This is an optimization exercise on Yosys and OpenROAD, whose aim is small area, a short achievable clock period and few clock cycles per item, not a production implementation. RTL that was checked went through simulation tests only; none was proved equivalent to the original. The clock port is modelled as an ideal driver; clocking choices that lean on that would not hold on a real chip.

==> module chacha_block_engine, before the edit <==
module chacha_block_engine #(
  parameter int ROUNDS       = 20,
  parameter int QR_PER_CYCLE = 4
) (
  input  logic         clk,
  input  logic         rst,
  input  logic         in_valid,
  output logic         in_ready,
  input  logic [255:0] key,
  input  logic [95:0]  nonce,
  input  logic [31:0]  counter,
  input  logic         next,
  output logic         ctr_wrap,
  output logic [511:0] ks,
  output logic         out_valid,
  input  logic         out_ready
);
  localparam int STEPS = 2 * ROUNDS;
  localparam int ST_W  = $clog2(STEPS + 1);
  localparam logic [ST_W-1:0] ST_LAST = STEPS;
  localparam logic [127:0] SIGMA = {32'h6b206574, 32'h79622d32, 32'h3320646e, 32'h61707865};
  function automatic logic [31:0] rotl(input logic [31:0] v, input int sh);
    rotl = (v << sh) | (v >> (32 - sh));
  endfunction
  function automatic logic [31:0] add32(input logic [31:0] a, input logic [31:0] b);
    logic [31:0] g, p, gg, pp, g2, p2;
    g = a & b; p = a ^ b; gg = g; pp = p;
    for (int l = 0; l < 5; l++) begin
      g2 = gg; p2 = pp;
      for (int i = 0; i < 32; i++) begin
        if ((i >> l) & 1) begin
          g2[i] = gg[i] | (pp[i] & gg[((i >> l) << l) - 1]);
          p2[i] = pp[i] & pp[((i >> l) << l) - 1];
        end
      end
      gg = g2; pp = p2;
    end
    add32 = p ^ {gg[30:0], 1'b0};
  endfunction
  function automatic logic [31:0] add32_bk(input logic [31:0] a, input logic [31:0] b);
    logic [31:0] g, p, gg, pp;
    g = a & b; p = a ^ b; gg = g; pp = p;
    for (int l = 0; l < 5; l++) begin
      for (int i = 0; i < 32; i++) begin
        if (((i + 1) % (2 << l)) == 0) begin
          gg[i] = gg[i] | (pp[i] & gg[i - (1 << l)]);
          pp[i] = pp[i] & pp[i - (1 << l)];
        end
      end
    end
    for (int l = 3; l >= 0; l--) begin
      for (int i = 0; i < 32; i++) begin
        if (((i + 1) % (2 << l)) == (1 << l) && i >= (2 << l)) begin
          gg[i] = gg[i] | (pp[i] & gg[i - (1 << l)]);
          pp[i] = pp[i] & pp[i - (1 << l)];
        end
      end
    end
    add32_bk = p ^ {gg[30:0], 1'b0};
  endfunction
  function automatic logic [127:0] half_qr(input logic [31:0] a_b_i, b_i, c_i, d_i,
                                           input int r1, input int r2);
    logic [31:0] a, b, c, d;
    a = a_b_i;            d = rotl(d_i ^ a, r1);
    c = add32_bk(c_i, d);    b = rotl(b_i ^ c, r2);
    half_qr = {d, c, b, a};
  endfunction
  logic [511:0]    x_q, y_q, x_d, y_d, init_s, h1_in;
  logic [255:0]    key_q;
  logic [95:0]     nonce_q;
  logic [31:0]     ctr_q, ctr_inc, ctr_start, xc_q, yc_q;
  logic [ST_W-1:0] xs_q, ys_q;
  logic            xv_q, yv_q, xd_q, xb_q, ld_q, primed_q, wrap_q;
  logic            x_busy, x_done, x_free, stall, start, start_next, start_blk;
  assign x_done  = xd_q;
  assign x_busy  = xb_q;
  assign x_free  = !xv_q || (x_done && out_ready);
  assign stall   = x_done && !out_ready;
  assign in_ready   = !ld_q && x_free && !(in_valid && yv_q);
  assign start      = in_ready && (in_valid || (next && primed_q));
  assign start_next = start && !in_valid;
  assign ctr_wrap   = wrap_q;
  assign start_blk = start_next || ld_q;        
  assign ctr_inc   = ctr_q + 32'd1;
  assign ctr_start = ld_q ? ctr_q : ctr_inc;
  assign init_s    = {nonce_q, ctr_start, key_q, SIGMA};
  assign h1_in     = x_busy ? x_q : init_s;
  always_comb begin
    logic [127:0] qr_out;
    logic [511:0] qo;
    logic [31:0]  ab_x, ab_init;
    for (int k = 0; k < 4; k++) begin
      ab_x    = add32_bk(x_q[32*k +: 32], x_q[32*(4+k) +: 32]);
      ab_init = add32_bk(SIGMA[32*k +: 32], key_q[32*k +: 32]);
      qr_out  = half_qr(x_busy ? ab_x : ab_init, h1_in[32*(4+k) +: 32],
                        h1_in[32*(8+k) +: 32], h1_in[32*(12+k) +: 32], 16, 12);
      for (int r = 0; r < 4; r++) y_d[32*(4*r+k) +: 32] = qr_out[32*r +: 32];
    end
    for (int k = 0; k < 4; k++) begin
      qr_out = half_qr(add32_bk(y_q[32*k +: 32], y_q[32*(4+k) +: 32]), y_q[32*(4+k) +: 32],
                       y_q[32*(8+k) +: 32], y_q[32*(12+k) +: 32], 8, 7);
      for (int r = 0; r < 4; r++) qo[32*(4*r+k) +: 32] = qr_out[32*r +: 32];
    end
    for (int r = 0; r < 4; r++)
      for (int j = 0; j < 4; j++)
        x_d[32*(4*r+j) +: 32] = qo[32*(4*r+((r-j+4)%4)) +: 32];
  end
  assign out_valid = x_done;
  always_ff @(posedge clk or posedge rst) begin
    if (rst) begin
      xv_q     <= 1'b0;
      yv_q     <= 1'b0;
      xd_q     <= 1'b0;
      xb_q     <= 1'b0;
      ld_q     <= 1'b0;
      primed_q <= 1'b0;
      wrap_q   <= 1'b0;
    end else begin
      ld_q <= start && in_valid;
      if (!stall) begin
        xv_q <= yv_q;
        xd_q <= yv_q && (ys_q == ST_LAST - 1'b1);
        xb_q <= yv_q && (ys_q != ST_LAST - 1'b1);
        yv_q <= start_blk || x_busy;
      end
      if (start) begin
        primed_q <= 1'b1;
        wrap_q   <= in_valid ? 1'b0 : (wrap_q | (ctr_q == 32'hFFFF_FFFF));
      end
    end
  end
  always_ff @(posedge clk) begin
    if (start) begin
      if (in_valid) begin
        key_q   <= key;
        nonce_q <= nonce;
        ctr_q   <= counter;
      end else begin
        ctr_q   <= ctr_inc;
      end
    end
    if (!stall) begin
      x_q  <= x_d;
      xs_q <= ys_q + 1'b1;
      xc_q <= yc_q;
      y_q  <= y_d;
      ys_q <= start_blk ? ST_W'(1) : xs_q + 1'b1;
      yc_q <= start_blk ? ctr_start : xc_q;
    end
  end
  always_comb begin
    logic [511:0] s;
    s = {nonce_q, xc_q, key_q, SIGMA};
    for (int i = 0; i < 16; i++) ks[32*i +: 32] = add32_bk(x_q[32*i +: 32], s[32*i +: 32]);
  end
endmodule
clock: 13.5 ns
lec_check: 0
abc_area: 1
cap_margin: 40
core_margin: 2
core_utilization: 45
gpl_routability_driven: 1
place_density: 0.6
setup_slack_margin: 5.0
slew_margin: 40
standard.sh (not shown) runs the stock make flow with config.mk's settings and CLKGATE_MAP_FILE= SYNTH_SCRIPT=/design/flow/synth_recipe.tcl, a recipe that flattens the netlist after the stock synthesis.
==> flow/flow/run.sh <==
#!/bin/bash
# The standard layout (standard.sh), with two changes:
#  - the ports are buffered with buf_1 cells instead of the resizer's default choice;
#  - timing repair after CTS and after global routing aims for a larger setup slack
#    (flow/margin.tcl, sourced by ORFS's PRE_CTS/PRE_GLOBAL_ROUTE hooks).
# The tools' output goes to standard.log (ORFS also keeps per-step logs under orfs/logs).
export BUFFER_PORTS_ARGS="-buffer_cell sky130_fd_sc_hd__buf_1"
export PRE_CTS_TCL="$(pwd)/flow/margin.tcl"
export PRE_GLOBAL_ROUTE_TCL="$(pwd)/flow/margin.tcl"
bash standard.sh > standard.log 2>&1
==> flow/flow/margin.tcl <==
# Timing repair after CTS and after global routing aims for this setup slack. The flow
# settings cap SETUP_SLACK_MARGIN at 5 ns; this design's paths are shorter than that.
set ::env(SETUP_SLACK_MARGIN) 7.5
The baseline finished with timing, DRC and antenna clean.
Change:
--- a/flow/design.v
+++ b/flow/design.v
@@ -149,8 +149,8 @@
     end
   end
   always_comb begin
     logic [511:0] s;
     s = {nonce_q, xc_q, key_q, SIGMA};
-    for (int i = 0; i < 16; i++) ks[32*i +: 32] = add32_bk(x_q[32*i +: 32], s[32*i +: 32]);
+    for (int i = 0; i < 16; i++) ks[32*i +: 32] = add32(x_q[32*i +: 32], s[32*i +: 32]);
   end
 endmodule
Global-route usage fell by 0.73 points.
Final area is about the same.
First-iteration DRC count increases by about 7%.
Routed wire length came out higher by 2.0%.
Register-to-register slack improves by 0.07 ns.
Utilization goes down by 2.1 points.
Testbench counts after the change, summed over its fixed seeds: cycles 10,312, items 512.
For the first run of this note, only the layout was checked, not whether the RTL still works.

========
The RTL this note starts from:
==> flow/design.v <==
module chacha_block_engine #(
  parameter int ROUNDS       = 20,
  parameter int QR_PER_CYCLE = 4
) (
  input  logic         clk,
  input  logic         rst,
  input  logic         in_valid,
  output logic         in_ready,
  input  logic [255:0] key,
  input  logic [95:0]  nonce,
  input  logic [31:0]  counter,
  input  logic         next,
  output logic         ctr_wrap,
  output logic [511:0] ks,
  output logic         out_valid,
  input  logic         out_ready
);
  localparam int RC_W = $clog2(ROUNDS);
  localparam logic [RC_W-1:0] RC_LAST = ROUNDS - 1;
  localparam logic [127:0] SIGMA = {32'h6b206574, 32'h79622d32, 32'h3320646e, 32'h61707865};
  function automatic logic [31:0] rotl(input logic [31:0] v, input int sh);
    rotl = (v << sh) | (v >> (32 - sh));
  endfunction
  function automatic logic [31:0] add32(input logic [31:0] a, input logic [31:0] b);
    logic [31:0] g, p, gg, pp, g2, p2;
    g = a & b; p = a ^ b; gg = g; pp = p;
    for (int l = 0; l < 5; l++) begin
      g2 = gg; p2 = pp;
      for (int i = 0; i < 32; i++) begin
        if ((i >> l) & 1) begin
          g2[i] = gg[i] | (pp[i] & gg[((i >> l) << l) - 1]);
          p2[i] = pp[i] & pp[((i >> l) << l) - 1];
        end
      end
      gg = g2; pp = p2;
    end
    add32 = p ^ {gg[30:0], 1'b0};
  endfunction
  function automatic logic [31:0] add32_small(input logic [31:0] a, input logic [31:0] b);
    logic [31:0] g, p;
    logic [7:0]  bg, bp;
    logic [8:0]  bc;
    logic        c;
    g = a & b; p = a ^ b;
    for (int k = 0; k < 8; k++) begin
      bg[k] = g[4*k+3] | (p[4*k+3] & (g[4*k+2] | (p[4*k+2] & (g[4*k+1] | (p[4*k+1] & g[4*k])))));
      bp[k] = &p[4*k +: 4];
    end
    bc[0] = 1'b0;
    for (int k = 0; k < 8; k++) bc[k+1] = bg[k] | (bp[k] & bc[k]);
    for (int k = 0; k < 8; k++) begin
      c = bc[k];
      for (int i = 0; i < 4; i++) begin
        add32_small[4*k+i] = p[4*k+i] ^ c;
        c = g[4*k+i] | (p[4*k+i] & c);
      end
    end
  endfunction
  function automatic logic [127:0] quarter_round(input logic [31:0] a_b_i, b_i, c_i, d_i);
    logic [31:0] a, b, c, d;
    a = a_b_i;            d = rotl(d_i ^ a, 16);
    c = add32(c_i, d);    b = rotl(b_i ^ c, 12);
    a = add32(a, b);      d = rotl(d ^ a, 8);
    c = add32(c, d);      b = rotl(b ^ c, 7);
    quarter_round = {d, c, b, a};
  endfunction
  logic [511:0]    work_q, work_d, init_s, round_in;
  logic [31:0]     ctr_inc;
  logic [255:0]    key_q;
  logic [95:0]     nonce_q;
  logic [31:0]     ctr_q;
  logic [RC_W-1:0] rc_q;
  logic            ld_q, run_q, done_q, primed_q, wrap_q;
  logic            start, start_next;
  always_comb begin
    logic [511:0] qo;
    logic [127:0] qr_out;
    logic [31:0]  ab_run, ab_init;
    for (int k = 0; k < 4; k++) begin
      ab_run  = add32(work_q[32*k +: 32], work_q[32*(4+k) +: 32]);
      ab_init = add32(SIGMA[32*k +: 32], key_q[32*k +: 32]);
      qr_out = quarter_round(run_q ? ab_run : ab_init, round_in[32*(4+k) +: 32],
                             round_in[32*(8+k) +: 32], round_in[32*(12+k) +: 32]);
      for (int r = 0; r < 4; r++) qo[32*(4*r+k) +: 32] = qr_out[32*r +: 32];
    end
    for (int r = 0; r < 4; r++)
      for (int j = 0; j < 4; j++)
        work_d[32*(4*r+j) +: 32] = qo[32*(4*r+((r-j+4)%4)) +: 32];
  end
  assign start      = in_ready && (in_valid || (next && primed_q));
  assign start_next = start && !in_valid;
  assign ctr_wrap   = wrap_q;
  assign init_s    = {nonce_q, ctr_q, key_q, SIGMA};
  assign ctr_inc   = ctr_q + 32'd1;
  assign round_in  = run_q ? work_q : {nonce_q, ld_q ? ctr_q : ctr_inc, key_q, SIGMA};
  assign in_ready  = !ld_q && !run_q && (!done_q || out_ready);
  assign out_valid = done_q;
  always_ff @(posedge clk or posedge rst) begin
    if (rst) begin
      ld_q     <= 1'b0;
      run_q    <= 1'b0;
      done_q   <= 1'b0;
      primed_q <= 1'b0;
      wrap_q   <= 1'b0;
      rc_q     <= '0;
    end else begin
      ld_q <= start && in_valid;
      if (start) begin
        run_q    <= !in_valid;
        done_q   <= 1'b0;
        primed_q <= 1'b1;
        wrap_q   <= in_valid ? 1'b0 : (wrap_q | (ctr_q == 32'hFFFF_FFFF));
        rc_q     <= RC_W'(1);
      end else if (ld_q) begin
        run_q <= 1'b1;
      end else if (run_q) begin
        rc_q <= rc_q + 1'b1;
        if (rc_q == RC_LAST) begin
          run_q  <= 1'b0;
          done_q <= 1'b1;
        end
      end else if (out_ready) begin
        done_q <= 1'b0;
      end
    end
  end
  always_ff @(posedge clk) begin
    if (start) begin
      if (in_valid) begin
        key_q   <= key;
        nonce_q <= nonce;
        ctr_q   <= counter;
      end else begin
        ctr_q   <= ctr_inc;
      end
    end
    if (start_next || ld_q || run_q) work_q <= work_d;
  end
  always_comb begin
    for (int i = 0; i < 16; i++) ks[32*i +: 32] = add32_small(work_q[32*i +: 32], init_s[32*i +: 32]);
  end
endmodule
export LEC_CHECK = 0
export ABC_AREA = 1
export CAP_MARGIN = 40
export CORE_MARGIN = 2
export CORE_UTILIZATION = 40
export GPL_ROUTABILITY_DRIVEN = 1
export PLACE_DENSITY = 0.55
export SETUP_SLACK_MARGIN = 3.0
export SLEW_MARGIN = 40
create_clock -name core_clock -period 13.5 [get_ports {clk}]
==> flow/flow/run.sh <==
#!/bin/bash
export BUFFER_PORTS_ARGS="-buffer_cell sky130_fd_sc_hd__buf_1"
bash standard.sh > standard.log 2>&1
The first run completed without violations.
Then changed:
--- a/flow/design.v
+++ b/flow/design.v
@@ -77,9 +77,9 @@
     logic [127:0] qr_out;
     logic [31:0]  ab_run, ab_init;
     for (int k = 0; k < 4; k++) begin
       ab_run  = add32(work_q[32*k +: 32], work_q[32*(4+k) +: 32]);
-      ab_init = add32(SIGMA[32*k +: 32], key_q[32*k +: 32]);
+      ab_init = add32_small(SIGMA[32*k +: 32], key_q[32*k +: 32]);
       qr_out = quarter_round(run_q ? ab_run : ab_init, round_in[32*(4+k) +: 32],
                              round_in[32*(8+k) +: 32], round_in[32*(12+k) +: 32]);
       for (int r = 0; r < 4; r++) qo[32*(4*r+k) +: 32] = qr_out[32*r +: 32];
     end
The changed run finished with timing, DRC and antenna clean; worst setup slack is better by 0.054 ns; cell count goes down by 2.2%; maximum frequency goes up by 0.53%; clock-buffer cell count goes up by 1; wire length goes down by about 5%; register-to-register slack is better by 0.05 ns.
Testbench counts after the change, summed over its fixed seeds: cycles 10,280, items 512.
Only the layout flow was run in the first run of this note; the RTL was not checked for function there.

-- re-timing with driven ports --
No port has a modelled driver above. Below, the same layouts with a new extraction and two added sets of constraints. Step 1, drivers: a clkbuf_16 drives clk and a buf_2 each remaining input, both assumed. Step 2 also shifts input and output timing later by t, the mid clock arrival at the registers, as if the neighbouring blocks saw the same clock. Slacks: no drivers / after step 1 / after step 2; pairs: no drivers / after step 1.
| run | t, ns | setup WS [ns] | hold slack, ns |
|---|---|---|---|
| the first run of note 1 | 0.938 | 7.129 / 7.027 / 7.368 | 0.416 / 0.416 / 0.416 |
| the second run of note 1 | 0.947 | 7.203 / 7.096 / 7.444 | 0.415 / 0.415 / 0.415 |
| the first run of note 2 | 0.909 | 3.236 / 3.236 / 3.236 | 0.474 / 0.474 / 0.474 |
| the second run of note 2 | 0.879 | 3.291 / 3.291 / 3.291 | 0.474 / 0.474 / 0.474 |
After both steps setup and hold are still met in every run listed.
